Source: an optimization exercise on an open RTL-to-GDS flow (aim: small area, a short achievable clock period and few clock cycles). Production flows keep margins and buffers that such runs may drop.
Where RTL was checked, it was by simulation tests only, not by an equivalence proof against the original.
Only the layout flow was run in runs 1 to 4; the RTL was not checked for function there.
Power is estimated from default activity; no workload was simulated.

==> design/flow/design.v <==
package ccl_frame_pkg;
    localparam int img_width  = 16;      
    localparam int img_height = 16;      
    localparam int coord_w = 4;
    typedef logic [coord_w-1:0] coord_t;
endpackage
package ccl_region_pkg;
    localparam int max_labels = 31;      
    localparam int label_w    = 5;
    typedef logic [label_w-1:0] label_t;     
    typedef logic [8:0]  area_t;         
    typedef logic [12:0] sum_t;          
    localparam int frac_bits = 5;
    typedef logic [8:0] centroid_t;
endpackage
`timescale 1ns/1ps
module frame_timing (
    input  logic                  clk,
    input  logic                  reset,
    input  logic                  img_vsync,
    input  logic                  img_href,
    input  logic                  img_bit,
    output logic                  rst_q,
    output logic                  pix_valid,
    output logic                  pix_bit,
    output ccl_frame_pkg::coord_t pix_x,
    output ccl_frame_pkg::coord_t pix_y,
    output logic                  frame_start,
    output logic                  frame_end
);
    logic vsync_q;
    logic vsync_qq;
    logic href_q;
    always_ff @(posedge clk) begin
        rst_q    <= reset;
        vsync_q  <= img_vsync;
        href_q   <= img_href;
        pix_bit  <= img_bit;
        vsync_qq <= vsync_q;
    end
    assign pix_valid   = vsync_q & href_q;
    assign frame_start = vsync_q & ~vsync_qq;
    assign frame_end   = vsync_qq & ~vsync_q;
    always_ff @(posedge clk) begin
        if (pix_valid)
            pix_x <= pix_x + 1'b1;
        else
            pix_x <= '0;
        if (!vsync_q)
            pix_y <= '0;
        else if (pix_valid && pix_x == 4'd15)
            pix_y <= pix_y + 1'b1;
    end
endmodule
`timescale 1ns/1ps
module line_label_buffer (
    input  logic                   clk,
    input  logic                   shift,
    input  ccl_region_pkg::label_t din,
    output ccl_region_pkg::label_t left,
    output ccl_region_pkg::label_t up_right2,
    output ccl_region_pkg::label_t up_right,
    output ccl_region_pkg::label_t up
);
    ccl_region_pkg::label_t sr [16];
    always_ff @(posedge clk) begin
        if (shift) begin
            sr[0] <= din;
            for (int i = 1; i < 16; i++)
                sr[i] <= sr[i-1];
        end
    end
    assign left      = sr[0];
    assign up_right2 = sr[13];
    assign up_right  = sr[14];
    assign up        = sr[15];
endmodule
`timescale 1ns/1ps
module label_assigner (
    input  logic                   clk,
    input  logic                   pix_valid,
    input  logic                   pix_bit,
    input  ccl_frame_pkg::coord_t  pix_x,
    input  ccl_frame_pkg::coord_t  pix_y,
    input  logic                   frame_start,
    output ccl_region_pkg::label_t cur_label,
    output logic                   need_new,    
    output ccl_region_pkg::label_t n_labels     
);
    ccl_region_pkg::label_t left_raw, ur_raw, up_raw, ur2_raw;
    ccl_region_pkg::label_t left_n;
    ccl_region_pkg::label_t above_q;        
    ccl_region_pkg::label_t above_next;
    ccl_region_pkg::label_t best;
    ccl_region_pkg::label_t fresh;          
    logic                   exhausted;      
    logic                   last_col, next_ul_out, next_ur_out, next_top;
    function automatic logic [4:0] min_nz(input logic [4:0] a, input logic [4:0] b);
        if (a == 5'd0)
            min_nz = b;
        else if (b == 5'd0)
            min_nz = a;
        else
            min_nz = (a < b) ? a : b;
    endfunction
    line_label_buffer line_label_buffer_inst (
        .clk       (clk),
        .shift     (pix_valid),
        .din       (cur_label),
        .left      (left_raw),
        .up_right2 (ur2_raw),
        .up_right  (ur_raw),
        .up        (up_raw)
    );
    always_comb begin
        last_col    = (pix_x == 4'd15);
        next_ul_out = last_col;                     
        next_ur_out = (pix_x == 4'd14);             
        next_top    = (pix_y == 4'd0) && !last_col;
        above_next  = min_nz(min_nz(next_ul_out ? 5'd0 : up_raw, ur_raw),
                             next_ur_out ? 5'd0 : ur2_raw);
        if (next_top)
            above_next = 5'd0;
    end
    always_ff @(posedge clk) begin
        if (pix_valid)
            above_q <= above_next;
        else if (pix_y == 4'd0)
            above_q <= 5'd0;                        
    end
    always_comb begin
        left_n   = (pix_x == 4'd0) ? 5'd0 : left_raw;
        best     = min_nz(left_n, above_q);
        need_new = pix_bit && (best == 5'd0) && !exhausted;
        if (!pix_bit)
            cur_label = 5'd0;
        else if (best != 5'd0)
            cur_label = best;
        else if (!exhausted)
            cur_label = fresh;
        else
            cur_label = 5'd0;            
    end
    always_ff @(posedge clk) begin
        if (frame_start) begin
            n_labels  <= 5'd0;
            fresh     <= 5'd1;
            exhausted <= 1'b0;
        end else if (pix_valid && need_new) begin
            n_labels  <= fresh;
            fresh     <= fresh + 1'b1;
            exhausted <= (fresh == 5'd31);
        end
    end
endmodule
`timescale 1ns/1ps
module region_accumulator (
    input  logic                   clk,
    input  logic                   acc_en,
    input  logic                   acc_new,     
    input  logic [31:1]            sel,         
    input  ccl_frame_pkg::coord_t  acc_x,
    input  ccl_frame_pkg::coord_t  acc_y,
    output logic [8:0]             area_rd,
    output logic [10:0]            sum_x_rd,
    output logic [10:0]            sum_y_rd
);
    logic [31:1][29:0] mem;
    logic [29:0]       rd;
    logic [29:0]       base;
    logic [29:0]       wdata;
    always_comb begin
        rd = '0;
        for (int i = 1; i < 32; i++)
            rd = rd | (mem[i] & {30{sel[i]}});
    end
    assign area_rd  = {rd[29:22] == 8'd0, rd[29:22]};
    assign sum_x_rd = rd[21:11];
    assign sum_y_rd = rd[10:0];
    assign base  = acc_new ? 30'd0 : rd;
    assign wdata = {base[29:22] + 8'd1,
                    base[21:11] + {7'd0, acc_x},
                    base[10:0]  + {7'd0, acc_y}};
    always_ff @(posedge clk) begin
        for (int i = 1; i < 32; i++)
            if (acc_en && sel[i])
                mem[i] <= wdata;
    end
endmodule
`timescale 1ns/1ps
module div_stage #(
    parameter int N = 3
) (
    input  logic [7:0] r_in,
    input  logic [8:0] nb_in,       
    input  logic [8:0] q_in,
    input  logic [8:0] a,
    output logic [7:0] r_out,
    output logic [8:0] nb_out,
    output logic [8:0] q_out
);
    logic [8:0] t  [N+1];
    logic [9:0] d  [N+1];
    logic [7:0] r  [N+1];
    logic [8:0] nb [N+1];
    logic [8:0] q  [N+1];
    always_comb begin
        r[0]  = r_in;
        nb[0] = nb_in;
        q[0]  = q_in;
        for (int i = 0; i < N; i++) begin
            t[i]    = {r[i], nb[i][8]};
            d[i]    = {1'b0, t[i]} - {1'b0, a};
            nb[i+1] = {nb[i][7:0], 1'b0};
            if (!d[i][9]) begin
                r[i+1] = d[i][7:0];
                q[i+1] = {q[i][7:0], 1'b1};
            end else begin
                r[i+1] = t[i][7:0];
                q[i+1] = {q[i][7:0], 1'b0};
            end
        end
        r_out  = r[N];
        nb_out = nb[N];
        q_out  = q[N];
    end
endmodule
module centroid_reporter #(
    parameter int K1 = 1,
    parameter int K2 = 3,
    parameter int K3 = 3,
    parameter int K4 = 2
) (
    input  logic                      clk,
    input  logic                      rst,
    input  logic                      go,           
    input  logic                      phase,        
    input  logic                      empty_done,   
    input  ccl_region_pkg::label_t    n_labels,
    input  logic [8:0]                area_in,
    input  logic [10:0]               sum_x_in,
    input  logic [10:0]               sum_y_in,
    output logic                      region_valid,
    output ccl_region_pkg::label_t    region_label,
    output ccl_region_pkg::area_t     region_area,
    output ccl_region_pkg::centroid_t centroid_x,
    output ccl_region_pkg::centroid_t centroid_y,
    output logic                      report_done
);
    logic [10:0] s_in;
    logic [7:0]  r0, r1, r2, r3, r4;
    logic [8:0]  nb0, nb1, nb2, nb3, nb4;
    logic [8:0]  q1, q2, q3, q4;
    logic [7:0]  r1_q, r2_q, r3_q;
    logic [8:0]  nb1_q, nb2_q, nb3_q;
    logic [8:0]  q1_q, q2_q, q3_q;
    logic [8:0]  a1_q, a2_q, a3_q;
    logic        v1_q, v2_q, v3_q;
    logic        y1_q, y2_q, y3_q;
    logic        out_x, out_y;
    ccl_region_pkg::label_t next_label;
    assign s_in = phase ? sum_y_in : sum_x_in;
    assign r0  = {1'b0, s_in[10:4]};
    assign nb0 = {s_in[3:0], 5'd0};
    div_stage #(.N(K1)) st1 (.r_in(r0),   .nb_in(nb0),   .q_in(9'd0), .a(area_in),
                             .r_out(r1),  .nb_out(nb1),  .q_out(q1));
    div_stage #(.N(K2)) st2 (.r_in(r1_q), .nb_in(nb1_q), .q_in(q1_q), .a(a1_q),
                             .r_out(r2),  .nb_out(nb2),  .q_out(q2));
    div_stage #(.N(K3)) st3 (.r_in(r2_q), .nb_in(nb2_q), .q_in(q2_q), .a(a2_q),
                             .r_out(r3),  .nb_out(nb3),  .q_out(q3));
    div_stage #(.N(K4)) st4 (.r_in(r3_q), .nb_in(nb3_q), .q_in(q3_q), .a(a3_q),
                             .r_out(r4),  .nb_out(nb4),  .q_out(q4));
    always_ff @(posedge clk) begin
        r1_q  <= r1;
        nb1_q <= nb1;
        q1_q  <= q1;
        a1_q  <= area_in;
        y1_q  <= phase;
        r2_q  <= r2;
        nb2_q <= nb2;
        q2_q  <= q2;
        a2_q  <= a1_q;
        y2_q  <= y1_q;
        r3_q  <= r3;
        nb3_q <= nb3;
        q3_q  <= q3;
        a3_q  <= a2_q;
        y3_q  <= y2_q;
    end
    assign next_label = region_label + 1'b1;
    assign out_x      = v3_q && !y3_q;
    assign out_y      = v3_q && y3_q;
    always_ff @(posedge clk) begin
        if (rst) begin
            v1_q         <= 1'b0;
            v2_q         <= 1'b0;
            v3_q         <= 1'b0;
            region_valid <= 1'b0;
            report_done  <= 1'b0;
            region_label <= '0;
        end else begin
            v1_q <= go;
            v2_q <= v1_q;
            v3_q <= v2_q;
            region_valid <= out_y;
            report_done  <= (out_y && next_label == n_labels) || empty_done;
            if (out_y)
                region_label <= next_label;
            else if (report_done)
                region_label <= '0;
        end
    end
    always_ff @(posedge clk) begin
        if (out_x)
            centroid_x <= q4;
        centroid_y  <= q4;
        region_area <= a3_q;
    end
endmodule
`timescale 1ns/1ps
module ccl_centroid (
    input  logic                      clk,
    input  logic                      reset,
    input  logic                      img_vsync,
    input  logic                      img_href,
    input  logic                      img_bit,
    output logic                      region_valid,
    output ccl_region_pkg::label_t    region_label,
    output ccl_region_pkg::area_t     region_area,
    output ccl_region_pkg::centroid_t centroid_x,
    output ccl_region_pkg::centroid_t centroid_y,
    output logic                      report_done
);
    logic                   rst_q;
    logic                   pix_valid;
    logic                   pix_bit;
    ccl_frame_pkg::coord_t  pix_x;
    ccl_frame_pkg::coord_t  pix_y;
    logic                   frame_start;
    logic                   frame_end;
    ccl_region_pkg::label_t cur_label;
    logic                   need_new;
    ccl_region_pkg::label_t n_labels;
    logic                   acc_en;
    logic                   acc_new;
    ccl_frame_pkg::coord_t  acc_x;
    ccl_frame_pkg::coord_t  acc_y;
    ccl_region_pkg::label_t addr;       
    logic [31:1]            sel;        
    logic                   busy;
    logic                   phase;
    logic                   go;
    logic                   empty_done;
    logic [8:0]             area_rd;
    logic [10:0]            sum_x_rd;
    logic [10:0]            sum_y_rd;
    frame_timing frame_timing_inst (
        .clk         (clk),
        .reset       (reset),
        .img_vsync   (img_vsync),
        .img_href    (img_href),
        .img_bit     (img_bit),
        .rst_q       (rst_q),
        .pix_valid   (pix_valid),
        .pix_bit     (pix_bit),
        .pix_x       (pix_x),
        .pix_y       (pix_y),
        .frame_start (frame_start),
        .frame_end   (frame_end)
    );
    label_assigner label_assigner_inst (
        .clk         (clk),
        .pix_valid   (pix_valid),
        .pix_bit     (pix_bit),
        .pix_x       (pix_x),
        .pix_y       (pix_y),
        .frame_start (frame_start),
        .cur_label   (cur_label),
        .need_new    (need_new),
        .n_labels    (n_labels)
    );
    assign go         = busy || (frame_end && n_labels != 5'd0);
    assign empty_done = frame_end && n_labels == 5'd0;
    always_ff @(posedge clk) begin
        if (rst_q) begin
            busy  <= 1'b0;
            phase <= 1'b0;
        end else if (go) begin
            phase <= ~phase;
            busy  <= ~(phase && addr == n_labels);
        end
    end
    always_ff @(posedge clk) begin
        acc_en  <= pix_valid;
        acc_new <= pix_valid && need_new;
        acc_x   <= pix_x;
        acc_y   <= pix_y;
        if (pix_valid)
            addr <= cur_label;
        else if (go)
            addr <= phase ? addr + 1'b1 : addr;
        else
            addr <= 5'd1;
    end
    always_comb begin
        for (int i = 1; i < 32; i++)
            sel[i] = (addr == 5'(i));
    end
    region_accumulator region_accumulator_inst (
        .clk      (clk),
        .acc_en   (acc_en),
        .acc_new  (acc_new),
        .sel      (sel),
        .acc_x    (acc_x),
        .acc_y    (acc_y),
        .area_rd  (area_rd),
        .sum_x_rd (sum_x_rd),
        .sum_y_rd (sum_y_rd)
    );
    centroid_reporter centroid_reporter_inst (
        .clk          (clk),
        .rst          (rst_q),
        .go           (go),
        .phase        (phase),
        .empty_done   (empty_done),
        .n_labels     (n_labels),
        .area_in      (area_rd),
        .sum_x_in     (sum_x_rd),
        .sum_y_in     (sum_y_rd),
        .region_valid (region_valid),
        .region_label (region_label),
        .region_area  (region_area),
        .centroid_x   (centroid_x),
        .centroid_y   (centroid_y),
        .report_done  (report_done)
    );
endmodule
==> design/flow/flow/run.sh <==
#!/bin/bash
# Standard ORFS layout, except that the port buffers are buf_4 cells rather
# than the delay buffers buffer_ports picks by default.
set -euo pipefail
bash standard.sh BUFFER_PORTS_ARGS="-buffer_cell sky130_fd_sc_hd__buf_4" finish > flow_make.log 2>&1
==> design/flow/standard.sh <==
#!/bin/bash
# synth_recipe.tcl (not shown) runs the flow's synth.tcl, then flattens the netlist and writes it again
# the make line also repeats each setting of config.mk as NAME=value (left out here)
make -C /OpenROAD-flow-scripts/flow DESIGN_CONFIG=/design/flow/config.mk WORK_HOME=/design/flow/orfs CLKGATE_MAP_FILE= SYNTH_SCRIPT=/design/flow/synth_recipe.tcl "${@:-finish}"
==> design/flow/config.mk <==
export PLATFORM = sky130hd
export DESIGN_NAME = ccl_centroid
export DESIGN_NICKNAME = ccl_centroid
export VERILOG_FILES = /design/flow/design.v
export SDC_FILE = /design/flow/constraint.sdc
export NUM_CORES = 4
export LEC_CHECK = 0
export ABC_AREA = 1
export CAP_MARGIN = 20
export CORE_MARGIN = 2
export CORE_UTILIZATION = 40
export SLEW_MARGIN = 20
==> design/flow/constraint.sdc <==
create_clock -name core_clock -period 34.0 [get_ports {clk}]
set_input_delay 6.8000 -clock core_clock [delete_from_list [all_inputs] [get_ports {clk}]]
set_output_delay 6.8000 -clock core_clock [all_outputs]
set_load 0.01 [all_outputs]
==> metrics.md, run 1 <==
| Metric | Value |
|---|---|
| Worst rel slew slack | 27.1% |
| Hold slack | 0.300 ns |
| Yosys warns | 25 |
| Fin area | 53500 um^2 |
| Starting Density | 40.3% |
| GPL Wtd Cong | 0.873 |
| Site Rows | 125 |
| FF-to-FF Start | addr[1] |
| Max rail drop VDD | 0.000133 V |
| First-pass GRT wire length | 199000 um |
| Synth top area cells | edfxtp_1 (66%), nand2_1 (7.9%), dfxtp_1 (5.7%), ha_1 (2.9%), inv_1 (2.1%) |
| Max_cap viols | 0 |
| PnR worst setup slack | 25.85 ns |
| Worst path bufs/invs | 1 |
| CP max FO | 7 |
| Antenna diode count | 0 |
| Clock transition at path regs | 0.06 ns |
| EDFF count, synth | 1029 |
| Period utilisation layout | 24.0% |
| Via density | 5.50 |
| Ports | 39 |
| CP max stage delay | 0.45 ns |
| Min Tclk post-route | 8.15 ns |
| Post-CTS setup buffers | 0 |
| Synth Flop Type | edfxtp_1 |
| Post-cts resize count | 0 |
| Slew @ Worst Pin | 1.09 ns |
| Reg2Reg Depth | 21 |
| Data arrival, critical path | 1.35 ns |
| Nets@finish | 4015 |
| Layout fillers | 10345 |
| Initial antenna violation count | 1 |
| CP endpoint kind | output port |
| Final core occ | 46.0% |
| Die Ht | 347 um |
| GRT met1 Usage | 31.8% |
| Crit path from | centroid_reporter_inst.region_label[0] |
| # clock sinks | 1162 |
| Crit path kind | flip-flop to output port |
| Asr flop ratio synth | 0% |
| Fin Setup TNS | 0 ns |
| 1st-pass router iterations | 6 |
| Leak | 19.8 nW |
| CTS tree | yes |
| Area grow syn2layout | 14.0% |
| Core ar. | 116000 um^2 |
| Worst hold start | centroid_reporter_inst.q1_q[0] |
| CP startpoint kind | flip-flop |
| Outcome | timing/DRC/antenna clean |
| Synth top cells by count | edfxtp_1 (1029), nand2_1 (991), inv_1 (265), nor2_1 (251), nand3_1 (159) |
| Largest delay share family, worst path | flip-flops |
| CP Cell Sequence | buf_4 |
| Wirelength per Cell | 25.4 um |
| Max Clk Rate | 123 MHz |
| Most used routing layer | met2 |
| Most common cell in the netlist | edfxtp_1 |
| Worst hold path depth | 0 |
| # hold bufs at CTS | 0 |
| CTS Buf Count | 119 |
| CP required | 27.20 ns |
| Fin. Hold Viols | 0 |
| Post-synth top area share | 65.8% |
| Worst path depth | 1 |
| Largest area contributor in the netlist | edfxtp_1 |
| Mapped Area | 46900 um^2 |
| Seq/Total Area, Yosys | 71.5% |
| H-tree depth | 3 |
| Seq cells post-synth | 1162 |
| Met3 GRT Util | 3.77% |
| ANT nets after route | 0 |
| Final setup viols | 0 |
| Final wirelength | 140000 um |
| # DRC | 0 |
| Yosys cell types | 60 |
| DP Worst Slack | 26.62 ns |
| Total track usage | 23.0% |
| P per Cell Area | 105 nW/um^2 |
| Total number of vias | 30268 |
| DRT iter0 DRCs | 4058 |
| Clock tree root buffer cell | clkbuf_16 |
| Slowest CP cell | dfxtp_1 |
| Share of layout cells above drive strength 1 | 10.8% |
| CTS max path bufs | 3 |
| Detailed placement HPWL | 80100 um |
| Slew Limit Fails | 0 |
| Syn Area/Cell | 12.5 um^2 |
| Vias in the first global route | 28218 |
| Hold WC Path Type | flip-flop to flip-flop |
| Remaining Overflow, GRT | 0 |
| RSZ-0062 raised after global routing | false |
| Port Buffer Count | 38 |
| Met2 Resource Use GR | 36.6% |
| Largest net degree at the start of global routing | 74 |
| Clock Latency Late Sink | 0.73 ns |
| Placed Area | 49700 um^2 |
| Mapped Nets | 3864 |
| Die Area | 120000 um^2 |
| Mapped Cells | 3743 |
| Max Clock Skew | 0.0518 ns |
| DIE WIDTH | 347 um |
## cell type report
cell class / count / area [um^2] / area share (%)
sequential: 1162 / 33600 / 62.7
multi-input combinational: 2203 / 12300 / 22.9
clock buffer: 142 / 3110 / 5.81
tap: 1524 / 1910 / 3.56
inverter: 276 / 1050 / 1.96
timing repair buffer: 132 / 1010 / 1.88
clock inverter: 69 / 616 / 1.15
## metal layers
| metal | share of wire, % | wire (um) |
|---|---|---|
| met5 | 0 | 0 |
| met4 | 3.9 | 5430 |
| met3 | 9.8 | 13700 |
| met2 | 46 | 64000 |
| met1 | 41 | 57000 |
## placed cells by master, fill, tap and decap left out, types with 12 or more instances in the layout
master / instances
a21oi_1: 128
o21ai_0: 88
a221oi_1: 38
clkbuf_1: 20
nor2_2: 13
nand4_1: 74
nand2_1: 991
nor2_4: 49
nor3_1: 18
clkinv_1: 26
clkinv_2: 18
a22o_1: 57
inv_1: 261
a22oi_1: 28
ha_1: 107
xor2_1: 40
inv_2: 12
dfxtp_1: 133
clkbuf_16: 121
xnor2_1: 15
a211oi_1: 19
buf_4: 130
nor2_1: 222
edfxtp_1: 1029
nand3_1: 159
## final timing paths
path | to | slack, ns
worst max-delay path | region_label[0] | 25.85
worst min-delay path | centroid_reporter_inst.q2_q[3] | 0.30
worst min register to register | centroid_reporter_inst.q2_q[3] | 0.30
worst max register to register | region_accumulator_inst.mem[860] | 27.47
## stage by stage
step	cells	power, mW
global placement	5295	4.28
detailed placement	5297	4.34
floorplan	3743	3.68
global route	5508	5.99
finish	5508	5.60
CTS	5508	5.60
## cells by family (layout without fill, tap and decap cells)
kind of cell / after synthesis / count (layout) / share of synthesized area, %
AOI/OAI and AO/OA: 430 / 430 / 6.02
muxes: 1 / 1 / 0.0240
DFF: 1162 / 1162 / 71.5
adders and majority gates: 116 / 116 / 3.20
xor gates and xnor gates: 71 / 71 / 1.32
buffers and inverters: 378 / 619 / 3.56
and+or+nand+nor: 1585 / 1585 / 14.4
## flip-flops by register name, indices dropped and copies added, names as in the netlist, 5 cells and up
register,flops
centroid_reporter_inst.region_area,9
label_assigner_inst.above_q,5
label_assigner_inst.fresh,5
centroid_reporter_inst.a2_q,9
centroid_reporter_inst.r3_q,8
centroid_reporter_inst.a3_q,9
centroid_reporter_inst.centroid_y,9
label_assigner_inst.line_label_buffer_inst.sr,80
centroid_reporter_inst.a1_q,9
centroid_reporter_inst.r2_q,8
centroid_reporter_inst.region_label,5
centroid_reporter_inst.r1_q,8
centroid_reporter_inst.centroid_x,9
centroid_reporter_inst.q3_q,7
label_assigner_inst.n_labels,5
addr,5
region_accumulator_inst.mem,930
## worst reg2reg max path: stages (launching register included)
cell	delay [ns]
edfxtp_1	0.46
inv_1	0.09
ha_1	0.28
nand2_2	0.30
inv_2	0.15
nand2_1	0.53
nor2_1	0.08
a221oi_1	0.24
nand4_1	0.10
a2111oi_0	0.63
nand3_1	0.33
nand2_1	0.13
inv_1	0.05
ha_1	0.36
a21oi_1	0.09
inv_1	0.05
a31oi_1	0.09
nor2_1	0.15
o21ai_0	0.17
nor3b_1	0.93
nand2_1	0.35
xor2_4	0.65
## where the power goes
group | switching, mW | total (mW) | internal [mW]
clock network | 0.550 | 1.26 | 0.710
registers | 0.0425 | 2.06 | 2.01
logic | 1.53 | 2.28 | 0.748
==> run 2, diff against run 1 <==
--- a/design/flow/config.mk
+++ b/design/flow/config.mk
@@ -7,3 +7,2 @@
 export LEC_CHECK = 0
-export ABC_AREA = 1
 export CAP_MARGIN = 20
==> metrics.md, run 2 <==
| Metric | Value |
|---|---|
| DP Worst Slack | 26.60 ns (-0.0138 ns) |
| Hold WC Path Type | flip-flop to flip-flop |
| CP Cell Sequence | buf_4 |
| Worst rel slew slack | 23.6% (-3.5 points) |
| Starting Density | 40.3% (about the same) |
| Post-synth top area share | 67.1% (+1.2 points) |
| CP max stage delay | 0.44 ns (about the same) |
| # hold bufs at CTS | 0 (unchanged) |
| Asr flop ratio synth | 0% (unchanged) |
| PnR Total Power | 4.78 mW (-15%) |
| Clock transition at path regs | 0.06 ns (about the same) |
| Pint | 3.19 mW (-8.2%) |
| Leading cell types in the layout, fill and taps excluded | edfxtp_1 (1029), a22oi_1 (230), buf_4 (135) |
| Core ar. | 114000 um^2 (-1.7%) |
| PnR worst setup slack | 25.89 ns (+0.0409 ns) |
| Seq/Total Area, Yosys | 72.8% (+1.3 points) |
| Dpl cells | 4465 (-16%) |
| Fin area | 52300 um^2 (-2.3%) |
| Most common cell in the netlist | edfxtp_1 |
| Wirelength per Cell | 30.0 um (+18%) |
| Top Registers | region_accumulator_inst.mem: 930 flops, label_assigner_inst.line_label_buffer_inst.sr: 80 flops |
| Placed Area | 48600 um^2 (-2.1%) |
| Nets@finish | 3190 (-21%) |
| Max_cap viols | 0 (unchanged) |
| Fin Setup TNS | 0 ns (unchanged) |
| Yosys warns | 25 (unchanged) |
| GPL Wtd Cong | 0.836 (-4.2%) |
| CP max FO | 6 (-1) |
| Syn Area/Cell | 15.6 um^2 (+24%) |
| Storage cell area | 33600 um^2 (unchanged) |
| Slew @ Worst Pin | 1.13 ns (+0.0364 ns) |
| Mapped Nets | 3084 (-20%) |
| Most common cell after layout, fill and taps aside | edfxtp_1 |
| Sw Pwr | 1.59 mW (-25%) |
| Slew Limit Fails | 0 (unchanged) |
| Post-CTS setup buffers | 0 (unchanged) |
| Final setup viols | 0 (unchanged) |
| Slowest CP cell | dfxtp_1 |
| 1st-pass router iterations | 6 (unchanged) |
| Clock power share | 25.3% (+2.8 points) |
| CTS tree | yes |
| Seq cells post-synth | 1162 (unchanged) |
| First-pass GRT wire length | 197000 um (-0.96%) |
| Max Clk Rate | 123 MHz (+0.50%) |
| Via density | 6.06 (+10%) |
| Share of layout cells above drive strength 1 | 13.4% (+2.6 points) |
| DRT iter0 DRCs | 3986 (-1.8%) |
| Yosys cell types | 87 (+45%) |
| Area grow syn2layout | 13.4% |
| Detailed placement HPWL | 77800 um (-2.9%) |
| Top reg by flops | region_accumulator_inst.mem |
| Post-cts resize count | 0 (unchanged) |
| Port Buffer Count | 38 (unchanged) |
| Largest net degree at the start of global routing | 88 (+19%) |
| Max rail drop VDD | 0.0000935 V (-30%) |
| H-tree depth | 3 (unchanged) |
| Min Tclk post-route | 8.11 ns (-0.0409 ns) |
| Largest area contributor in the netlist | edfxtp_1 |
| Ports | 39 (unchanged) |
| CP startpoint kind | flip-flop |
| Final core occ | 45.7% (-0.29 points) |
| Initial antenna violation count | 6 (+5) |
| CP required | 27.20 ns (about the same) |
| Remaining Overflow, GRT | 0 (unchanged) |
| Crit path kind | flip-flop to output port |
| CTS max path bufs | 3 (unchanged) |
| Largest delay share family, worst path | flip-flops |
| # DRC | 0 (unchanged) |
| Site Rows | 124 (-0.80%) |
| P per Cell Area | 91.4 nW/um^2 (-13%) |
| Combinational power share | 36.2% (-4.5 points) |
| Synth top cells by count | edfxtp_1 (1029), a22oi_1 (230), dfxtp_1 (133), nor2_1 (123), ha_1 (109) |
| Flop pwr share | 38.5% (+1.8 points) |
| Layout Cells excl Fill | 4680 (-15%) |
| Clock Latency Late Sink | 0.72 ns (about the same) |
| Max reg flops | 930 (unchanged) |
| EDFF count, synth | 1029 (unchanged) |
| Period utilisation layout | 23.8% (-0.12 points) |
| CP endpoint kind | output port |
| Synth Flop Type | edfxtp_1 |
| Die Ht | 343 um (-0.90%) |
| Outcome | timing/DRC/antenna clean |
| Max Clock Skew | 0.0596 ns (+0.00782 ns) |
| Clock tree root buffer cell | clkbuf_16 |
| Total number of vias | 28345 (-6.4%) |
| Die Area | 118000 um^2 (-1.8%) |
| Data arrival, critical path | 1.31 ns (-0.04 ns) |
| Mapped Cells | 2963 (-21%) |
| Fin. Hold Viols | 0 (unchanged) |
| Total track usage | 23.5% (+0.50 points) |
| Vias in the first global route | 26892 (-4.7%) |
| Multi-input gate area | 11800 um^2 (-3.8%) |
| ANT nets after route | 0 (unchanged) |
| Worst path bufs/invs | 1 (unchanged) |
| Mapped Area | 46100 um^2 (-1.8%) |
| Hold slack | 0.325 ns (+0.0252 ns) |
| Synth top area cells | edfxtp_1 (67%), dfxtp_1 (5.8%), a22oi_1 (3.7%), ha_1 (3.0%), a22o_1 (1.2%) |
| Final wirelength | 140000 um (+0.19%) |
| Layout fillers | 9808 (-5.2%) |
| # clock sinks | 1162 (unchanged) |
| Switch share | 33.3% (-4.7 points) |
| Leak | 17.8 nW (-10%) |
| CTS Buf Count | 114 (-4.2%) |
| DIE WIDTH | 343 um (-0.90%) |
| RSZ-0062 raised after global routing | false |
## run 2: cell types whose count changed in the layout (fill, tap and decap cells not counted), moves of 31 or more
| cell | previous run | this run |
|---|---|---|
| mux2i_1 | 0 | 53 |
| a21oi_1 | 128 | 77 |
| a22oi_1 | 28 | 230 |
| nand3_1 | 159 | 91 |
| nor2_4 | 49 | 0 |
| inv_1 | 261 | 106 |
| nor2b_1 | 0 | 36 |
| nand4_1 | 74 | 31 |
| nor2_1 | 222 | 123 |
| mux2_2 | 1 | 41 |
| nand2_1 | 991 | 90 |
| a222oi_1 | 0 | 31 |
## run 2: cell families after synthesis
family          count (synthesis)  synth area share (%)
flops                        1162                  72.8
compound gates                674                  10.9
simple gates                  579                  6.92
buf+inv                       255                  2.37
fa+ha+maj                     117                  3.29
mux                            96                  2.21
xor+xnor                       80                  1.52
## run 2: layout make-up
type | instances | area share (%)
Antenna cell | 1 | 0.00479
Clock buffer | 156 | 5.99
Clock inverter | 58 | 0.809
Inverter | 109 | 0.785
Multi-Input combinational cell | 1546 | 22.6
Sequential cell | 1162 | 64.2
Tap cell | 1512 | 3.62
Timing Repair Buffer | 136 | 1.98
## run 2: per-layer routing
| metal | vias up | part of all wire (%) | track usage, % |
|---|---|---|---|
| met5 | - | 0.0093 | 0 |
| met4 | 2 | 3.8 | 8.32 |
| met3 | 332 | 11 | 5.81 |
| met2 | 1737 | 46 | 37.3 |
| met1 | 14316 | 39 | 31.4 |
| li1 | 11958 | - | - |
## run 2: power groups by stage
| stage | Sequential (mW) | Clock (mW) | Combinational, mW |
|---|---|---|---|
| detailed placement | 1.87 | 0 | 1.71 |
| floorplan | 1.86 | 0 | 1.27 |
| CTS | 1.84 | 1.22 | 1.72 |
| finish | 1.84 | 1.21 | 1.73 |
| global route | 1.85 | 1.27 | 1.94 |
| global placement | 1.87 | 0 | 1.69 |
## run 2: final timing paths
check        cells past startpoint  slack (ns)                                    from                             end
min reg2reg                      0        0.33          centroid_reporter_inst.q2_q[3]  centroid_reporter_inst.q3_q[6]
max reg2reg                     36       26.71          centroid_reporter_inst.a1_q[1]  centroid_reporter_inst.r2_q[3]
min                              0        0.33          centroid_reporter_inst.q2_q[3]  centroid_reporter_inst.q3_q[6]
max                              1       25.89  centroid_reporter_inst.region_label[0]                 region_label[0]
==> run 3, diff against run 2 <==
--- a/design/flow/config.mk
+++ b/design/flow/config.mk
@@ -10,2 +10,4 @@
 export CORE_UTILIZATION = 40
+export CTS_CLUSTER_DIAMETER = 150
+export CTS_CLUSTER_SIZE = 24
 export SLEW_MARGIN = 20
==> metrics.md, run 3 <==
| Metric | Value |
|---|---|
| Yosys warns | 25 (unchanged) |
| Largest delay share family, worst path | flip-flops |
| Synth top cells by count | edfxtp_1 (1029), a22oi_1 (230), dfxtp_1 (133), nor2_1 (123), ha_1 (109) |
| Outcome | timing/DRC/antenna clean |
| Period utilisation layout | 23.8% (about the same) |
| Most common cell after layout, fill and taps aside | edfxtp_1 |
| CTS tree | yes |
| Simple-gate share of the synthesized area | 6.92% (unchanged) |
| First-pass GRT wire length | 194000 um (-1.5%) |
| Max rail drop VDD | 0.0000913 V (-2.3%) |
| Detailed placement HPWL | 77800 um (unchanged) |
| DRT iter0 DRCs | 4008 (+0.55%) |
| Total number of vias | 27863 (-1.7%) |
| Data arrival, critical path | 1.30 ns (about the same) |
| Crit path kind | flip-flop to output port |
| Synth Area in XOR/XNOR | 1.52% (unchanged) |
| Slowest CP cell | dfxtp_1 |
| Post-CTS setup buffers | 0 (unchanged) |
| Layout fillers | 9972 (+1.7%) |
| Min Tclk post-route | 8.10 ns (-0.00760 ns) |
| Top Registers | region_accumulator_inst.mem: 930 flops, label_assigner_inst.line_label_buffer_inst.sr: 80 flops |
| CP required | 27.20 ns (about the same) |
| Synth Flop Type | edfxtp_1 |
| Total track usage | 23.1% (-0.38 points) |
| Clock Latency Late Sink | 0.71 ns (about the same) |
| Layout Cells excl Fill | 4541 (-3.0%) |
| Share of layout cells above drive strength 1 | 10.8% (-2.6 points) |
| Remaining Overflow, GRT | 0 (unchanged) |
| Site Rows | 124 (unchanged) |
| GPL Wtd Cong | 0.836 (unchanged) |
| Max Clk Rate | 123 MHz (about the same) |
| Largest net degree at the start of global routing | 88 (unchanged) |
| Sw Pwr | 1.48 mW (-7.1%) |
| Mapped Cells | 2963 (unchanged) |
| DIE WIDTH | 343 um (unchanged) |
| Largest area contributor in the netlist | edfxtp_1 |
| Port Buffer Count | 38 (unchanged) |
| Final wirelength | 139000 um (-1.1%) |
| Worst path bufs/invs | 1 (unchanged) |
| Clock tree root buffer cell | clkbuf_16 |
| Dpl cells | 4465 (unchanged) |
| # clock sinks | 1162 (unchanged) |
| Most common cell in the netlist | edfxtp_1 |
| Clock transition at path regs | 0.10 ns (+0.04 ns) |
| CP endpoint kind | output port |
| Leading cell types in the layout, fill and taps excluded | edfxtp_1 (1029), a22oi_1 (230), buf_4 (135) |
| Flop pwr share | 42.8% (+4.3 points) |
| Vias in the first global route | 26196 (-2.6%) |
| P per Cell Area | 85.5 nW/um^2 (-6.5%) |
| Hold WC Path Type | flip-flop to flip-flop |
| Switch share | 34.4% (+1.2 points) |
| CTS Buf Count | 54 (-53%) |
| Final setup viols | 0 (unchanged) |
| Mux share of post-synthesis cell area | 2.21% (unchanged) |
| 1st-pass router iterations | 8 (+2) |
| Yosys cell types | 87 (unchanged) |
| Asr flop ratio synth | 0% (unchanged) |
| Die Ht | 343 um (unchanged) |
| Max reg flops | 930 (unchanged) |
| # DRC | 0 (unchanged) |
| RSZ-0062 raised after global routing | false |
| Fin Setup TNS | 0 ns (unchanged) |
| Seq cells post-synth | 1162 (unchanged) |
| Synth top area cells | edfxtp_1 (67%), dfxtp_1 (5.8%), a22oi_1 (3.7%), ha_1 (3.0%), a22o_1 (1.2%) |
| CP max stage delay | 0.46 ns (+0.02 ns) |
| Seq/Total Area, Yosys | 72.8% (unchanged) |
| Area grow syn2layout | 8.94% |
| Starting Density | 40.3% (unchanged) |
| Post-synthesis adder-cell area fraction | 3.29% (unchanged) |
| Ports | 39 (unchanged) |
| Mapped Nets | 3084 (unchanged) |
| Worst rel slew slack | 22.4% (-1.3 points) |
| Pint | 2.81 mW (-12%) |
| Max_cap viols | 0 (unchanged) |
| Top reg by flops | region_accumulator_inst.mem |
| CTS max path bufs | 3 (unchanged) |
| Post-cts resize count | 0 (unchanged) |
| Slew @ Worst Pin | 1.15 ns (+0.0185 ns) |
| Synth Area in Compound Gates | 10.9% (unchanged) |
| Initial antenna violation count | 6 (unchanged) |
| Fin. Hold Viols | 0 (unchanged) |
| Die Area | 118000 um^2 (unchanged) |
| Post-synth top area share | 67.1% (unchanged) |
| Core ar. | 114000 um^2 (unchanged) |
| Via density | 6.14 (+1.3%) |
| Mapped Area | 46100 um^2 (unchanged) |
| CP max FO | 6 (unchanged) |
| H-tree depth | 2 (-1) |
| Syn Area/Cell | 15.6 um^2 (unchanged) |
| Leak | 16.8 nW (-5.7%) |
| Clock power share | 17.1% (-8.2 points) |
| Largest family of logic cells by synthesized area | compound AO/OA/AOI/OAI gates |
| Nets@finish | 3130 (-1.9%) |
| # hold bufs at CTS | 0 (unchanged) |
| Slew Limit Fails | 0 (unchanged) |
| Combinational power share | 40.1% (+3.9 points) |
| ANT nets after route | 0 (unchanged) |
| CP startpoint kind | flip-flop |
| Wirelength per Cell | 30.6 um (+1.9%) |
| EDFF count, synth | 1029 (unchanged) |
| CP Cell Sequence | buf_4 |
| Max Clock Skew | 0.0828 ns (+0.0232 ns) |
-- run 3: final timing paths --
path / slack, ns / to / startpoint / cells past startpoint
worst min register to register: 0.32 / centroid_reporter_inst.centroid_y[5] / centroid_reporter_inst.q3_q[3] / 0
worst max-delay path: 25.90 / region_label[0] / centroid_reporter_inst.region_label[0] / 1
worst min-delay path: 0.32 / centroid_reporter_inst.centroid_y[5] / centroid_reporter_inst.q3_q[3] / 0
worst max register to register: 26.70 / centroid_reporter_inst.r2_q[3] / centroid_reporter_inst.a1_q[1] / 36
-- run 3: layout make-up --
class	count	area, um^2	share of cell area, %
Antenna cell	1	2.50	0.00498
Sequential cell	1162	33600	66.8
Clock inverter	4	85.1	0.169
Tap cell	1512	1890	3.77
Timing Repair Buffer	136	1030	2.06
Clock buffer	71	1420	2.82
Inverter	109	410	0.817
Multi-Input combinational cell	1546	11800	23.5
-- run 3: kinds of logic after synthesis --
logic type	count (synthesis)
adder cells (fa/ha/maj)	117
buffers and inverters	255
AO/OA/AOI/OAI	674
multiplexers	96
flip-flops	1162
AND/OR/NAND/NOR	579
XOR/XNOR	80
-- run 3: worst reg2reg max path: cells and delay by family, from the launching register on --
kind | cells | cell delay (ns)
adders and majority gates | 3 | 0.83
and+or+nand+nor | 7 | 0.84
DFF | 1 | 0.39
muxes | 2 | 0.79
AOI/OAI and AO/OA | 19 | 3.43
buffers and inverters | 5 | 0.89
-- run 3: power groups by stage --
| stage | Clock [mW] | Combinational, mW | Sequential [mW] |
|---|---|---|---|
| after CTS | 0.742 | 1.72 | 1.84 |
| after global placement | 0 | 1.69 | 1.87 |
| after floorplan | 0 | 1.27 | 1.86 |
| final | 0.732 | 1.72 | 1.84 |
| after detailed placement | 0 | 1.71 | 1.87 |
| after global routing | 0.787 | 1.93 | 1.85 |
-- run 3: metrics by stage --
stage               hold WS (ns)  power, mW  setup slack, ns  instance area, um^2  utilization, %
floorplan                  0.310       3.14            26.77                46100               -
global placement           0.312       3.56            26.63                48600            42.5
detailed placement         0.312       3.58            26.60                48600            42.5
CTS                        0.329       4.30            25.85                50100            43.9
global route               0.326       4.57            25.82                50200            43.9
finish                     0.324       4.29            25.90                50200            43.9
-- run 3: per-layer routing --
layer  vias up  GRT usage, %  wire length [um]
met5         -             0                13
met2      1636          37.0             64000
met4         2          7.50              4540
met1     14218          31.5             55200
met3       268          4.76             15000
li1      11739             -                 -
==> run 4, diff against run 3 <==
--- a/design/flow/config.mk
+++ b/design/flow/config.mk
@@ -9,5 +9,5 @@
 export CORE_MARGIN = 2
-export CORE_UTILIZATION = 40
-export CTS_CLUSTER_DIAMETER = 150
-export CTS_CLUSTER_SIZE = 24
+export CORE_UTILIZATION = 55
+export CTS_CLUSTER_DIAMETER = 100
+export CTS_CLUSTER_SIZE = 20
 export SLEW_MARGIN = 20
==> metrics.md, run 4 <==
| Metric | Value |
|---|---|
| Worst hold path depth | 0 (unchanged) |
| Largest net degree at the start of global routing | 86 (-2.3%) |
| Nets@finish | 3146 (+0.51%) |
| # hold bufs at CTS | 0 (unchanged) |
| Reg2reg setup slack | 26.24 ns (-0.46 ns) |
| # clock sinks | 1162 (unchanged) |
| Top reg by flops | region_accumulator_inst.mem |
| CP required | 27.20 ns (about the same) |
| Seq cells post-synth | 1162 (unchanged) |
| Max reg flops | 930 (unchanged) |
| Yosys warns | 25 (unchanged) |
| Reg2Reg Depth | 35 (-2.8%) |
| Yosys cell types | 87 (unchanged) |
| Area grow syn2layout | 8.87% (about the same) |
| Synth top cells by count | edfxtp_1 (1029), a22oi_1 (230), dfxtp_1 (133), nor2_1 (123), ha_1 (109) |
| Most common cell after layout, fill and taps aside | edfxtp_1 |
| CTS max path bufs | 3 (unchanged) |
| Total number of vias | 28327 (+1.7%) |
| H-tree depth | 3 (+1) |
| Initial antenna violation count | 4 (-2) |
| Mapped Area | 46100 um^2 (unchanged) |
| Largest area contributor in the netlist | edfxtp_1 |
| Port Buffer Count | 38 (unchanged) |
| Final wirelength | 142000 um (+2.2%) |
| Via density | 6.85 (+12%) |
| CP max FO | 6 (unchanged) |
| Final core occ | 60.2% (+16 points) |
| CP endpoint kind | output port |
| # DRC | 0 (unchanged) |
| CTS tree | yes |
| Final setup viols | 0 (unchanged) |
| RSZ-0062 raised after global routing | false |
| Seq/Total Area, Yosys | 72.8% (unchanged) |
| Mapped Nets | 3084 (unchanged) |
| Die Area | 86100 um^2 (-27%) |
| Fin. Hold Viols | 0 (unchanged) |
| Share of layout cells above drive strength 1 | 11.4% (+0.57 points) |
| Leak | 17.0 nW (+1.4%) |
| GPL Wtd Cong | 0.854 (+2.2%) |
| Clock transition at path regs | 0.08 ns (-0.02 ns) |
| Site Rows | 106 (-15%) |
| Dpl cells | 4035 (-9.6%) |
| First-pass GRT wire length | 198000 um (+2.0%) |
| Starting Density | 55.3% (+15 points) |
| Clock Latency Late Sink | 0.67 ns (-0.04 ns) |
| Mapped Cells | 2963 (unchanged) |
| Worst hold start | centroid_reporter_inst.y2_q |
| Post-cts resize count | 0 (unchanged) |
| P per Cell Area | 87.7 nW/um^2 (+2.7%) |
| Slew Limit Fails | 0 (unchanged) |
| Synth top area cells | edfxtp_1 (67%), dfxtp_1 (5.8%), a22oi_1 (3.7%), ha_1 (3.0%), a22o_1 (1.2%) |
| R2r endpoint | centroid_reporter_inst.r2_q[3] |
| 1st-pass router iterations | 7 (-1) |
| Most common cell in the netlist | edfxtp_1 |
| Asr flop ratio synth | 0% (unchanged) |
| CP Cell Sequence | buf_4 |
| Data arrival, critical path | 1.24 ns (-0.06 ns) |
| Max Clk Rate | 124 MHz (+0.71%) |
| Hold WC Path Type | flip-flop to flip-flop |
| Fin Setup TNS | 0 ns (unchanged) |
| ANT nets after route | 0 (unchanged) |
| FF-to-FF Start | centroid_reporter_inst.a1_q[1] |
| Max rail drop VDD | 0.000141 V (+54%) |
| EDFF count, synth | 1029 (unchanged) |
| CTS Buf Count | 68 (+26%) |
| CP startpoint kind | flip-flop |
| Slew @ Worst Pin | 1.12 ns (-0.0253 ns) |
| Max_cap viols | 0 (unchanged) |
| Total track usage | 32.8% (+9.7 points) |
| Core ar. | 83300 um^2 (-27%) |
| Syn Area/Cell | 15.6 um^2 (unchanged) |
| Worst path bufs/invs | 1 (unchanged) |
| Outcome | timing/DRC/antenna clean |
| Top Registers | region_accumulator_inst.mem: 930 flops, label_assigner_inst.line_label_buffer_inst.sr: 80 flops |
| Clock tree root buffer cell | clkbuf_16 |
| Layout Cells excl Fill | 4135 (-8.9%) |
| Max Clock Skew | 0.0345 ns (-0.0483 ns) |
| Slowest CP cell | dfxtp_1 |
| DIE WIDTH | 293 um (-15%) |
| Post-CTS setup buffers | 0 (unchanged) |
| CP max stage delay | 0.44 ns (-0.02 ns) |
| Crit path kind | flip-flop to output port |
| Largest delay share family, worst path | flip-flops |
| Wirelength per Cell | 34.3 um (+12%) |
| Worst rel slew slack | 24.3% (+1.9 points) |
| Min Tclk post-route | 8.04 ns (-0.0568 ns) |
| Ports | 39 (unchanged) |
| Remaining Overflow, GRT | 0 (unchanged) |
| Worst Hold End | centroid_reporter_inst.y3_q |
| Leading cell types in the layout, fill and taps excluded | edfxtp_1 (1029), a22oi_1 (230), buf_4 (138) |
| DRT iter0 DRCs | 4337 (+8.2%) |
| Die Ht | 293 um (-15%) |
| Detailed placement HPWL | 79600 um (+2.3%) |
| Vias in the first global route | 27054 (+3.3%) |
| Post-synth top area share | 67.1% (unchanged) |
| Synth Flop Type | edfxtp_1 |
| Period utilisation layout | 23.7% (-0.17 points) |
run 4: layout make-up:
class / instances / area, um^2
Clock buffer: 89 / 1810
Sequential cell: 1162 / 33600
Clock inverter: 7 / 124
Multi-Input combinational cell: 1546 / 11900
Timing Repair Buffer: 138 / 1040
Tap cell: 1080 / 1350
Antenna cell: 4 / 10.0
Fill cell: 6229 / 33100
Inverter: 109 / 410
run 4: through the flow:
step	total power, mW	instance area [um^2]	setup slack [ns]	hold WS, ns
6_report	4.40	50200	25.96	0.330
5_1_grt	4.67	50200	25.47	0.342
4_1_cts	4.39	50000	25.91	0.331
3_5_place_dp	3.57	48100	26.27	0.312
3_3_place_gp	3.51	48100	26.51	0.311
2_1_floorplan	3.14	46100	26.77	0.310
run 4: where the power goes:
group / switching [mW] / internal [mW] / total, mW
Combinational: 1.01 / 0.714 / 1.72
Clock: 0.458 / 0.381 / 0.838
Sequential: 0.0386 / 1.80 / 1.84
run 4: worst max-delay path by stage:
stage / start / end / cells after the start
CTS: centroid_reporter_inst.region_label[0] / region_label[0] / 1
floorplan: centroid_reporter_inst.region_label[0] / region_label[0] / 0
global placement: centroid_reporter_inst.a1_q[1] / centroid_reporter_inst.r2_q[3] / 35
global route: centroid_reporter_inst.a1_q[1] / centroid_reporter_inst.r2_q[3] / 35
detailed placement: centroid_reporter_inst.a1_q[1] / centroid_reporter_inst.r2_q[3] / 35
finish: centroid_reporter_inst.region_label[0] / region_label[0] / 1
run 4: logic make-up after synthesis:
group	after synthesis	synth area share (%)
AND/OR/NAND/NOR	579	6.92
AO/OA/AOI/OAI	674	10.9
buffers and inverters	255	2.37
adder cells (fa/ha/maj)	117	3.29
multiplexers	96	2.21
XOR/XNOR	80	1.52
flip-flops	1162	72.8
run 4: per-layer routing:
layer	vias to the layer above	share of wire, %	global-route usage [%]
li1	11771	-	-
met1	14360	39	45.1
met2	1884	47	52.6
met3	312	11	6.32
met4	0	3.6	11.3
met5	-	0	0
==> run 5, diff against run 4 <==
--- a/design/flow/design.v
+++ b/design/flow/design.v
@@ -237,2 +237,3 @@
     input  logic                      phase,        
+    input  logic                      single,       
     input  logic                      empty_done,   
@@ -258,3 +259,4 @@
     logic        v1_q, v2_q, v3_q;
-    logic        y1_q, y2_q, y3_q;
+    logic        y1_q, y2_q, y3_q;          
+    logic        b1_q, b2_q, b3_q;          
     logic        out_x, out_y;
@@ -276,4 +278,7 @@
         q1_q  <= q1;
-        a1_q  <= area_in;
-        y1_q  <= phase;
+        a1_q  <= single ? {1'b0, sum_x_in[3:0], sum_y_in[3:0]} : area_in;
+        y1_q  <= phase || single;
+        b1_q  <= single;
+        b2_q  <= b1_q;
+        b3_q  <= b2_q;
         r2_q  <= r2;
@@ -290,3 +295,3 @@
     assign next_label = region_label + 1'b1;
-    assign out_x      = v3_q && !y3_q;
+    assign out_x      = (v3_q && !y3_q) || b3_q;
     assign out_y      = v3_q && y3_q;
@@ -314,5 +319,5 @@
         if (out_x)
-            centroid_x <= q4;
-        centroid_y  <= q4;
-        region_area <= a3_q;
+            centroid_x <= b3_q ? {a3_q[7:4], 5'd0} : q4;
+        centroid_y  <= b3_q ? {a3_q[3:0], 5'd0} : q4;
+        region_area <= b3_q ? 9'd1 : a3_q;
     end
@@ -352,2 +357,4 @@
     logic                   go;
+    logic                   single;     
+    logic                   advance;    
     logic                   empty_done;
@@ -382,2 +389,4 @@
     assign go         = busy || (frame_end && n_labels != 5'd0);
+    assign single     = !phase && area_rd == 9'd1;
+    assign advance    = phase || single;
     assign empty_done = frame_end && n_labels == 5'd0;
@@ -388,4 +397,4 @@
         end else if (go) begin
-            phase <= ~phase;
-            busy  <= ~(phase && addr == n_labels);
+            phase <= ~advance;
+            busy  <= ~(advance && addr == n_labels);
         end
@@ -400,3 +409,3 @@
         else if (go)
-            addr <= phase ? addr + 1'b1 : addr;
+            addr <= advance ? addr + 1'b1 : addr;
         else
@@ -424,2 +433,3 @@
         .phase        (phase),
+        .single       (single),
         .empty_done   (empty_done),
--- a/design/flow/config.mk
+++ b/design/flow/config.mk
@@ -9,5 +9,5 @@
 export CORE_MARGIN = 2
-export CORE_UTILIZATION = 55
-export CTS_CLUSTER_DIAMETER = 100
-export CTS_CLUSTER_SIZE = 20
+export CORE_UTILIZATION = 60
+export CTS_CLUSTER_DIAMETER = 120
+export CTS_CLUSTER_SIZE = 28
 export SLEW_MARGIN = 20
==> metrics.md, run 5 <==
| Metric | Value |
|---|---|
| Outcome | timing/DRC/antenna clean |
| # clock sinks | 1165 (+0.26%) |
| Slew @ Worst Pin | 1.17 ns (+0.0493 ns) |
| Max rail drop VDD | 0.000147 V (+4.5%) |
| FF-to-FF Start | centroid_reporter_inst.a1_q[1] |
| Final setup viols | 0 (unchanged) |
| ANT nets after route | 0 (unchanged) |
| Final core occ | 64.9% (+4.6 points) |
| First-pass GRT wire length | 194000 um (-2.2%) |
| Slew Limit Fails | 0 (unchanged) |
| DRT iter0 DRCs | 4265 (-1.7%) |
| Seq cells post-synth | 1165 (+0.26%) |
| Via density | 6.95 (+1.5%) |
| Final wirelength | 138000 um (-2.9%) |
| Fin. Hold Viols | 0 (unchanged) |
| Total track usage | 34.6% (+1.8 points) |
| H-tree depth | 2 (-1) |
| # DRC | 0 (unchanged) |
| Vias in the first global route | 27032 (-0.081%) |
| CP Cell Sequence | buf_4 |
| Clock tree root buffer cell | clkbuf_16 |
| CP endpoint kind | output port |
| Layout fillers | 5514 (-11%) |
| CP startpoint kind | flip-flop |
| Post-CTS setup buffers | 0 (unchanged) |
| Asr flop ratio synth | 0% (unchanged) |
| Port Buffer Count | 38 (unchanged) |
| Core ar. | 77100 um^2 (-7.5%) |
| Die Ht | 283 um (-3.7%) |
| Reg2Reg Depth | 31 (-11%) |
| Clock Latency Late Sink | 0.67 ns (about the same) |
| Leak | 16.9 nW (-0.84%) |
| Leading cell types in the layout, fill and taps excluded | edfxtp_1 (1029), a22oi_1 (189), dfxtp_1 (135) |
| Data arrival, critical path | 1.26 ns (+0.02 ns) |
| Starting Density | 60.4% (+5.1 points) |
| CTS Buf Count | 47 (-31%) |
| Synth top area cells | edfxtp_1 (66%), dfxtp_1 (5.8%), a22oi_1 (3.0%), ha_1 (2.9%), a221oi_1 (1.4%) |
| Hold slack | 0.338 ns (+0.00749 ns) |
| Clock transition at path regs | 0.10 ns (+0.02 ns) |
| GPL Wtd Cong | 0.837 (-2.0%) |
| Mapped Nets | 3139 (+1.8%) |
| Largest area contributor in the netlist | edfxtp_1 |
| Layout Cells excl Fill | 4111 (-0.58%) |
| Max Clock Skew | 0.0403 ns (+0.00577 ns) |
| R2r endpoint | centroid_reporter_inst.r2_q[6] |
| Yosys cell types | 85 (-2.3%) |
| CP max stage delay | 0.45 ns (about the same) |
| Detailed placement HPWL | 78800 um (-1.1%) |
| Synth Flop Type | edfxtp_1 |
| P per Cell Area | 90.0 nW/um^2 (+2.6%) |
| Post-cts resize count | 0 (unchanged) |
| CP required | 27.20 ns (about the same) |
| CTS max path bufs | 3 (unchanged) |
| Largest delay share family, worst path | flip-flops |
| Worst Hold End | centroid_reporter_inst.b2_q |
| DP Worst Slack | 26.41 ns (+0.140 ns) |
| Worst path bufs/invs | 1 (unchanged) |
| # hold bufs at CTS | 0 (unchanged) |
| Total number of vias | 28581 (+0.90%) |
| Nets@finish | 3176 (+0.95%) |
| DIE WIDTH | 283 um (-3.7%) |
| Worst rel slew slack | 22.0% (-2.3 points) |
| Min Tclk post-route | 8.06 ns (+0.0166 ns) |
| Slowest CP cell | dfxtp_1 |
| Yosys warns | 25 (unchanged) |
| Mapped Area | 46600 um^2 (+1.0%) |
| Share of layout cells above drive strength 1 | 10.9% (-0.53 points) |
| Most common cell after layout, fill and taps aside | edfxtp_1 |
| PnR worst setup slack | 25.94 ns (-0.0166 ns) |
| Die Area | 79800 um^2 (-7.3%) |
| Reg2reg setup slack | 26.19 ns (-0.05 ns) |
| Worst hold path depth | 0 (unchanged) |
| Site Rows | 102 (-3.8%) |
| Syn Area/Cell | 15.4 um^2 (-0.77%) |
| Initial antenna violation count | 2 (-2) |
| EDFF count, synth | 1029 (unchanged) |
| Worst hold start | centroid_reporter_inst.b1_q |
| Most common cell in the netlist | edfxtp_1 |
| Largest net degree at the start of global routing | 94 (+9.3%) |
| Wirelength per Cell | 33.5 um (-2.3%) |
| Area grow syn2layout | 7.36% |
| RSZ-0062 raised after global routing | false |
| Remaining Overflow, GRT | 0 (unchanged) |
| Hold WC Path Type | flip-flop to flip-flop |
| Fin Setup TNS | 0 ns (unchanged) |
| Ports | 39 (unchanged) |
| Max Clk Rate | 124 MHz (-0.21%) |
| 1st-pass router iterations | 9 (+2) |
| Post-synth top area share | 66.4% (-0.69 points) |
| Seq/Total Area, Yosys | 72.2% (-0.62 points) |
| Dpl cells | 4045 (+0.25%) |
| Max reg flops | 930 (unchanged) |
| Max_cap viols | 0 (unchanged) |
| Mapped Cells | 3017 (+1.8%) |
| Period utilisation layout | 23.7% (+0.049 points) |
| Top reg by flops | region_accumulator_inst.mem |
| CP max FO | 6 (unchanged) |
| Crit path kind | flip-flop to output port |
| Synth top cells by count | edfxtp_1 (1029), a22oi_1 (189), dfxtp_1 (136), nand2_1 (125), nor2_1 (114) |
| Top Registers | region_accumulator_inst.mem: 930 flops, label_assigner_inst.line_label_buffer_inst.sr: 80 flops |
| CTS tree | yes |
-- run 5: cell count changes in the layout (fill, tap and decap cells not counted), moves of 8 or more --
| cell | before | now |
|---|---|---|
| a221oi_1 | 49 | 75 |
| mux2_2 | 41 | 51 |
| nor2b_1 | 35 | 44 |
| nand4_1 | 31 | 44 |
| a22oi_1 | 230 | 189 |
| clkbuf_16 | 69 | 47 |
| a21boi_0 | 7 | 15 |
| nand3_1 | 91 | 68 |
| xnor2_1 | 43 | 35 |
| nor2_1 | 123 | 111 |
| nand2_1 | 90 | 125 |
| or4_1 | 21 | 12 |
| a21oi_1 | 77 | 69 |
-- run 5: area by class of cell --
class	instances	area [um^2]	share of cell area, %
Antenna cell	1	2.50	0.00501
Timing Repair Buffer	135	1040	2.07
Clock inverter	3	48.8	0.0976
Tap cell	1040	1300	2.60
Multi-Input combinational cell	1597	12300	24.7
Sequential cell	1165	33600	67.3
Inverter	108	407	0.813
Clock buffer	62	1230	2.47
-- run 5: how the worst max path moves through the flow --
stage	cells after the start	startpoint	end
floorplan	0	centroid_reporter_inst.region_label[0]	region_label[0]
global placement	1	centroid_reporter_inst.region_label[0]	region_label[0]
detailed placement	31	centroid_reporter_inst.a1_q[1]	centroid_reporter_inst.r2_q[6]
CTS	1	centroid_reporter_inst.region_label[0]	region_label[0]
global route	28	centroid_reporter_inst.a1_q[1]	centroid_reporter_inst.r2_q[6]
finish	1	centroid_reporter_inst.region_label[0]	region_label[0]
-- run 5: report_power, final --
part	leakage (nW)	total, mW	switching [mW]	internal [mW]
combinational	5.73	1.96	1.14	0.819
clock	0.618	0.676	0.418	0.259
sequential	10.5	1.86	0.0438	1.82
-- run 5: per-stage QoR --
step	instance area, um^2	power, mW
2_1_floorplan	46600	3.32
3_3_place_gp	48600	3.76
3_5_place_dp	48600	3.82
4_1_cts	49900	4.48
5_1_grt	50000	4.77
6_report	50000	4.50
-- run 5: per-layer routing --
layer | part of all wire (%) | GRT usage [%] | up-vias
met4 | 4.5 | 14.4 | 2
li1 | - | - | 11953
met2 | 47 | 54.5 | 1861
met5 | 0.010 | 0 | -
met1 | 37 | 47.1 | 14430
met3 | 12 | 7.57 | 335
-- run 5: cell families (layout without fill, tap and decap cells) --
logic type | count (synthesis) | count (layout) | share of synthesized area (%)
and+or+nand+nor | 606 | 606 | 7.04
xor gates and xnor gates | 77 | 77 | 1.45
buffers and inverters | 255 | 308 | 2.25
adders and majority gates | 118 | 118 | 3.30
DFF | 1165 | 1165 | 72.2
AOI/OAI and AO/OA | 680 | 680 | 11.0
muxes | 116 | 116 | 2.72
other | 0 | 1 | 0
Testbench counts of run 5, summed over its fixed seeds: cycles 56,369.
==> run 6, diff against run 5 <==
--- a/design/flow/config.mk
+++ b/design/flow/config.mk
@@ -9,5 +9,5 @@
 export CORE_MARGIN = 2
-export CORE_UTILIZATION = 60
-export CTS_CLUSTER_DIAMETER = 120
-export CTS_CLUSTER_SIZE = 28
+export CORE_UTILIZATION = 40
+export CTS_CLUSTER_DIAMETER = 150
+export CTS_CLUSTER_SIZE = 24
 export SLEW_MARGIN = 20
==> metrics.md, run 6 <==
| Metric | Value |
|---|---|
| Worst path bufs/invs | 1 (unchanged) |
| Slew Limit Fails | 0 (unchanged) |
| CP startpoint kind | flip-flop |
| Largest family of logic cells by synthesized area | compound AO/OA/AOI/OAI gates |
| Post-CTS setup buffers | 0 (unchanged) |
| Nets@finish | 3180 (+0.13%) |
| Leak | 17.0 nW (+0.57%) |
| Most common cell in the netlist | edfxtp_1 |
| Via density | 6.14 (-12%) |
| Mapped Nets | 3139 (unchanged) |
| Mapped Cells | 3017 (unchanged) |
| Hold slack | 0.335 ns (-0.00322 ns) |
| Synth Area in Compound Gates | 11.0% (unchanged) |
| Synth top cells by count | edfxtp_1 (1029), a22oi_1 (189), dfxtp_1 (136), nand2_1 (125), nor2_1 (114) |
| Post-cts resize count | 0 (unchanged) |
| Clock Latency Late Sink | 0.73 ns (+0.06 ns) |
| Site Rows | 125 (+23%) |
| Synth Area in XOR/XNOR | 1.45% (unchanged) |
| CP required | 27.20 ns (about the same) |
| RSZ-0062 raised after global routing | false |
| Pint | 2.94 mW (+1.5%) |
| Fin. Hold Viols | 0 (unchanged) |
| Sw Pwr | 1.62 mW (+1.3%) |
| Switch share | 35.5% (about the same) |
| Slew @ Worst Pin | 1.22 ns (+0.0454 ns) |
| Antenna diode count | 0 (-1) |
| 1st-pass router iterations | 6 (-3) |
| Final setup viols | 0 (unchanged) |
| Leading cell types in the layout, fill and taps excluded | edfxtp_1 (1029), a22oi_1 (189), dfxtp_1 (135) |
| Largest delay share family, worst path | flip-flops |
| Clock power share | 16.4% (+1.4 points) |
| Yosys warns | 25 (unchanged) |
| Syn Area/Cell | 15.4 um^2 (unchanged) |
| CTS max path bufs | 3 (unchanged) |
| Outcome | timing/DRC/antenna clean |
| Data arrival, critical path | 1.30 ns (+0.04 ns) |
| Crit path kind | flip-flop to output port |
| Wirelength per Cell | 30.8 um (-7.9%) |
| DRT iter0 DRCs | 3953 (-7.3%) |
| Remaining Overflow, GRT | 0 (unchanged) |
| Initial antenna violation count | 0 (-2) |
| Top Registers | region_accumulator_inst.mem: 930 flops, label_assigner_inst.line_label_buffer_inst.sr: 80 flops |
| CP max FO | 6 (unchanged) |
| # hold bufs at CTS | 0 (unchanged) |
| Post-synth top area share | 66.4% (unchanged) |
| Final wirelength | 142000 um (+3.1%) |
| FF-to-FF Start | centroid_reporter_inst.a1_q[1] |
| Hold WC Path Type | flip-flop to flip-flop |
| Combinational power share | 42.7% (-0.8 points) |
| First-pass GRT wire length | 200000 um (+2.9%) |
| DP Worst Slack | 26.61 ns (+0.205 ns) |
| DIE WIDTH | 345 um (+22%) |
| Layout Cells excl Fill | 4601 (+12%) |
| Max rail drop VDD | 0.000114 V (-22%) |
| Worst rel slew slack | 19.0% (-3.0 points) |
| Seq cells post-synth | 1165 (unchanged) |
| Most common cell after layout, fill and taps aside | edfxtp_1 |
| Mux share of post-synthesis cell area | 2.72% (unchanged) |
| Mapped Area | 46600 um^2 (unchanged) |
| Ports | 39 (unchanged) |
| Clock transition at path regs | 0.10 ns (about the same) |
| Port Buffer Count | 38 (unchanged) |
| Largest net degree at the start of global routing | 98 (+4.3%) |
| CP endpoint kind | output port |
| Post-synthesis adder-cell area fraction | 3.30% (unchanged) |
| P per Cell Area | 89.8 nW/um^2 (-0.25%) |
| Flop pwr share | 40.9% (-0.5 points) |
| Worst hold start | centroid_reporter_inst.y1_q |
| Reg2reg setup slack | 26.47 ns (+0.28 ns) |
| CTS Buf Count | 54 (+15%) |
| Yosys cell types | 85 (unchanged) |
| Die Ht | 345 um (+22%) |
| Starting Density | 40.2% (-20 points) |
| Total track usage | 23.1% (-11 points) |
| # DRC | 0 (unchanged) |
| Area grow syn2layout | 9.15% |
| Slowest CP cell | dfxtp_1 |
| Max reg flops | 930 (unchanged) |
| Synth top area cells | edfxtp_1 (66%), dfxtp_1 (5.8%), a22oi_1 (3.0%), ha_1 (2.9%), a221oi_1 (1.4%) |
| Reg2Reg Depth | 31 (unchanged) |
| Largest area contributor in the netlist | edfxtp_1 |
| Clock tree root buffer cell | clkbuf_16 |
| Worst Hold End | centroid_reporter_inst.y2_q |
| ANT nets after route | 0 (unchanged) |
| Max Clock Skew | 0.0586 ns (+0.0183 ns) |
| Min Tclk post-route | 8.10 ns (+0.0387 ns) |
| Asr flop ratio synth | 0% (unchanged) |
| EDFF count, synth | 1029 (unchanged) |
| Max Clk Rate | 123 MHz (-0.48%) |
| CP Cell Sequence | buf_4 |
| Top reg by flops | region_accumulator_inst.mem |
| PnR worst setup slack | 25.90 ns (-0.0387 ns) |
| GPL Wtd Cong | 0.835 (-0.22%) |
| Period utilisation layout | 23.8% (+0.11 points) |
| Die Area | 119000 um^2 (+49%) |
| Share of layout cells above drive strength 1 | 11.1% (+0.24 points) |
| Max_cap viols | 0 (unchanged) |
| Fin Setup TNS | 0 ns (unchanged) |
| Core ar. | 116000 um^2 (+50%) |
| H-tree depth | 2 (unchanged) |
| Total number of vias | 28255 (-1.1%) |
| Simple-gate share of the synthesized area | 7.04% (unchanged) |
| Seq/Total Area, Yosys | 72.2% (unchanged) |
| CTS tree | yes |
| PnR Total Power | 4.56 mW (+1.4%) |
| Dpl cells | 4526 (+12%) |
| # clock sinks | 1165 (unchanged) |
| Vias in the first global route | 26520 (-1.9%) |
| Worst hold path depth | 0 (unchanged) |
| Synth Flop Type | edfxtp_1 |
| Detailed placement HPWL | 80000 um (+1.5%) |
| R2r endpoint | centroid_reporter_inst.r2_q[3] |
| CP max stage delay | 0.45 ns (about the same) |
[run 6: logic make-up after synthesis]
group                      after synthesis
xor gates and xnor gates                77
muxes                                  116
AOI/OAI and AO/OA                      680
and+or+nand+nor                        606
DFF                                   1165
adders and majority gates              118
buffers and inverters                  255
[run 6: through the flow]
step	utilization, %	area [um^2]
2_1_floorplan	-	46600
3_3_place_gp	42.5	49200
3_5_place_dp	42.5	49200
4_1_cts	43.8	50800
5_1_grt	43.9	50800
6_report	43.9	50800
[run 6: worst max path at each step]
stage	start	to	slack, ns	cells after the start
4_1_cts	centroid_reporter_inst.region_label[0]	region_label[0]	25.86	1
3_5_place_dp	centroid_reporter_inst.a1_q[1]	centroid_reporter_inst.r2_q[3]	26.61	31
6_report	centroid_reporter_inst.region_label[0]	region_label[0]	25.90	1
3_3_place_gp	centroid_reporter_inst.region_label[0]	region_label[0]	26.64	1
2_1_floorplan	centroid_reporter_inst.region_label[0]	region_label[0]	26.77	0
5_1_grt	centroid_reporter_inst.a1_q[1]	centroid_reporter_inst.r2_q[6]	25.58	31
[run 6: area by class of cell]
cell class | instances | area (um^2)
Tap cell | 1524 | 1910
Inverter | 108 | 407
Multi-Input combinational cell | 1597 | 12300
Clock inverter | 5 | 108
Fill cell | 10096 | 65100
Timing Repair Buffer | 132 | 1020
Clock buffer | 70 | 1410
Sequential cell | 1165 | 33600
[run 6: power groups by stage]
stage / Combinational [mW] / Clock [mW] / Sequential [mW]
final: 1.95 / 0.748 / 1.87
after global routing: 2.16 / 0.801 / 1.87
after CTS: 1.93 / 0.759 / 1.87
after detailed placement: 1.92 / 0 / 1.90
after global placement: 1.89 / 0 / 1.90
after floorplan: 1.44 / 0 / 1.88
[run 6: routing by layer]
metal  GRT usage, %  vias to the layer above  share of wire (%)
li1               -                    11960                  -
met4           5.50                        0                2.7
met3           4.02                      245                9.7
met5              0                        -                  0
met2           38.3                     1553                 47
met1           31.7                    14497                 40

## re-timing with driven ports
Ports are ideal in the flow. The routed layouts listed here were re-timed in OpenROAD.
Step 1 sets driving cells, clkbuf_16 on the clock port and buf_2 on the other inputs (assumed; they add their load-dependent delay and slew).
Step 2, shift: input delay + t, output delay - t, t = (earliest + latest rising clock arrival at the registers) / 2. This alone moves slack from input paths to output paths.
Three values: ideal ports, drivers, drivers and shift; two values: the first two.
run | t, ns | setup slack, ns | hold slack, ns | worst register clock-pin slew, ns | worst data-port slew with drivers (ns)
run 1 | 0.776 | 25.852 / 25.782 / 26.558 | 0.300 / 0.300 / 0.300 | 0.07 / 0.07 | 0.04
run 2 | 0.764 | 25.893 / 25.819 / 26.584 | 0.325 / 0.325 / 0.325 | 0.07 / 0.07 | 0.03
run 3 | 0.741 | 25.900 / 25.828 / 26.569 | 0.324 / 0.324 / 0.324 | 0.10 / 0.10 | 0.03
run 4 | 0.720 | 25.957 / 25.886 / 26.243 | 0.330 / 0.330 / 0.330 | 0.09 / 0.09 | 0.04
run 5 | 0.717 | 25.941 / 25.872 / 26.193 | 0.338 / 0.338 / 0.338 | 0.12 / 0.12 | 0.03
run 6 | 0.770 | 25.902 / 25.833 / 26.471 | 0.335 / 0.335 / 0.335 | 0.11 / 0.11 | 0.03
After both steps every run listed still meets setup and hold.
